From an optimization exercise on the open Yosys and OpenROAD flow, aimed at small area and a short achievable clock period; shortcuts taken in it are not production practice. In this exercise RTL edits were held to simulation tests only and were not proved equivalent to the original. Power is estimated from default activity; no workload was simulated.

before:
==> flow/design.v (excerpt) <==
module cpu_alu #(
    parameter int WIDTH = pkg_cpu_alu::ALU_WIDTH
) (
    input  logic             clk,
    input  logic             rst,
    input  logic             in_valid,
    input  logic [WIDTH-1:0] a,
    input  logic [WIDTH-1:0] b,
    input  logic [3:0]       oper,
    input  logic [3:0]       flags_in,
    output logic             out_valid,
    output logic [WIDTH-1:0] result,
    output logic [3:0]       flags_out
);
    logic             w_mul;
    logic             w_arith;
    logic             w_rsb;
    logic             w_invb;
    logic [WIDTH-1:0] w_add_x;
    logic [WIDTH-1:0] w_add_y;
    logic             w_add_cin;
    logic [WIDTH-1:0] w_row0;
    logic [WIDTH-1:0] w_row1;
    logic [WIDTH-1:0] w_cpa_xn;
    logic [WIDTH-1:0] w_cpa_yn;
    logic             w_cout;
    logic             w_c31;
    logic             w_sum_zero;
    logic             w_other_zero;
    logic             w_add_v;
    logic [WIDTH-1:0] w_sh_result;
  ...
Size: ~2100 cells after synthesis, about 36 flip-flops.
clock: 11.0 ns
lec_check: 0
cap_margin: 20
core_margin: 2
core_utilization: 65
setup_slack_margin: 3.1
slew_margin: 20
synth_hierarchical: 1
standard.sh (not shown) runs the stock make flow with config.mk's settings and CLKGATE_MAP_FILE= SYNTH_SCRIPT=/design/flow/synth_recipe.tcl, a recipe that flattens the netlist after the stock synthesis.
==> flow/flow/run.sh <==
#!/bin/bash
# Standard layout, except that the port buffers are plain buf_2 cells instead of the
# resizer's default choice.
set -e
export BUFFER_PORTS_ARGS="-buffer_cell sky130_fd_sc_hd__buf_2"
bash standard.sh > standard.log 2>&1
before did not stop at any stage, and its layout met the timing, design-rule and antenna checks.
Setup changes, before to after
Settings: swapping 3.1 for 3.2 in SETUP_SLACK_MARGIN.
==> notes.md <==
- On highest clock rate: between before and after, it ends up lower for before.
- Between before and after, wire length is lower for after, before comes in above that.
- For final design instance area without fill, after and before come out practically identical.
- Share of total power in combinational logic in after vs before: down 0.2 points
- Comparing before and after, the higher final critical-path setup slack was measured on after.
- Diff before and after: post-route fraction of the period consumed by the critical path higher in before
- after vs. before: global router's overall resource usage -0.64 points, pin slew with the least headroom to its limit now sits lower.

---

run 1:
Starting RTL as in the previous note.
clock: 11.0 ns
lec_check: 0
cap_margin: 20
core_margin: 2
core_utilization: 60
setup_slack_margin: 3.5
slew_margin: 20
synth_hierarchical: 1
Scripts as last shown in full above: flow/flow/run.sh
> inputs changed (run 1 -> run 2)
# run 1
export LEC_CHECK = 0
export CAP_MARGIN = 20
export CORE_MARGIN = 2
export CORE_UTILIZATION = 60
export SETUP_SLACK_MARGIN = 3.5
export SLEW_MARGIN = 20
export SYNTH_HIERARCHICAL = 1
create_clock -name core_clock -period 11.0 [get_ports {clk}]
# run 2
export LEC_CHECK = 0
export CAP_MARGIN = 20
export CORE_MARGIN = 2
export CORE_UTILIZATION = 65
export SETUP_SLACK_MARGIN = 3.4
export SLEW_MARGIN = 20
export SYNTH_HIERARCHICAL = 1
create_clock -name core_clock -period 11.0 [get_ports {clk}]
## What came out
Against run 1, final area in run 2 came out better.
Per the comparison of run 2 with run 1, share of cell area taken by flip-flops and latches level, worst setup slack moved down, utilization after layout moved up, met2 capacity usage during global routing moved up.
Against run 1, sum of routed wire length over all layers in run 2 fell by a few percent.
The lower headroom to the max-slew limit came out of run 2.
## Diff of input files: run 3 against run 2
# run 2
export LEC_CHECK = 0
export CAP_MARGIN = 20
export CORE_MARGIN = 2
export CORE_UTILIZATION = 65
export SETUP_SLACK_MARGIN = 3.4
export SLEW_MARGIN = 20
export SYNTH_HIERARCHICAL = 1
create_clock -name core_clock -period 11.0 [get_ports {clk}]
# run 3
export LEC_CHECK = 0
export CAP_MARGIN = 20
export CORE_MARGIN = 2
export CORE_UTILIZATION = 60
export SETUP_SLACK_MARGIN = 3.3
export SLEW_MARGIN = 20
export SYNTH_HIERARCHICAL = 1
create_clock -name core_clock -period 11.0 [get_ports {clk}]
==> notes.md <==
Run 3 ended with more die outline height than run 2.
Going from run 2 to run 3, power density over the cells shows an increase of about 1.3%, die area shows an increase of about 8%, total cell area at the placement stage shows no meaningful change.

[static timing again, ports no longer ideal]
In the flow no input, the clock included, has a driving cell. The finished layouts below were timed again as built, in two steps. Step 1 (the two cells are an assumption about what drives the block):
set clk [get_ports {clk}]
set_driving_cell -lib_cell sky130_fd_sc_hd__clkbuf_16 $clk
set_driving_cell -lib_cell sky130_fd_sc_hd__buf_2 [delete_from_list [all_inputs] $clk]
Step 2 times the ports against the registers' clock, not the clock port: input delays grow and output delays shrink by t, the midpoint of the rising clock arrivals with the driver on. Slacks: ideal ports / drivers / drivers and shift; pairs: ideal ports / drivers.
run	t (ns)	setup slack, ns	worst hold slack (ns)	clock arrival spread, ns	pins driven straight from the clock port
before	0.322	3.178 / 3.180 / 2.859	2.061 / 2.046 / 2.367	0.015 / 0.015	1
after	0.323	3.282 / 3.282 / 2.959	2.059 / 2.041 / 2.364	0.018 / 0.018	1
run 1	0.339	3.527 / 3.410 / 3.071	2.050 / 2.023 / 2.362	0.012 / 0.012	1
run 2	0.348	3.419 / 3.289 / 2.941	2.042 / 2.014 / 2.362	0.019 / 0.019	1
run 3	0.336	3.452 / 3.456 / 3.120	2.044 / 2.029 / 2.364	0.016 / 0.015	1
After both steps setup and hold are still met in every run listed. For run 2, which loses most, drivers alone change the setup slack by -0.130 ns; drivers and shift together by -0.478 ns.
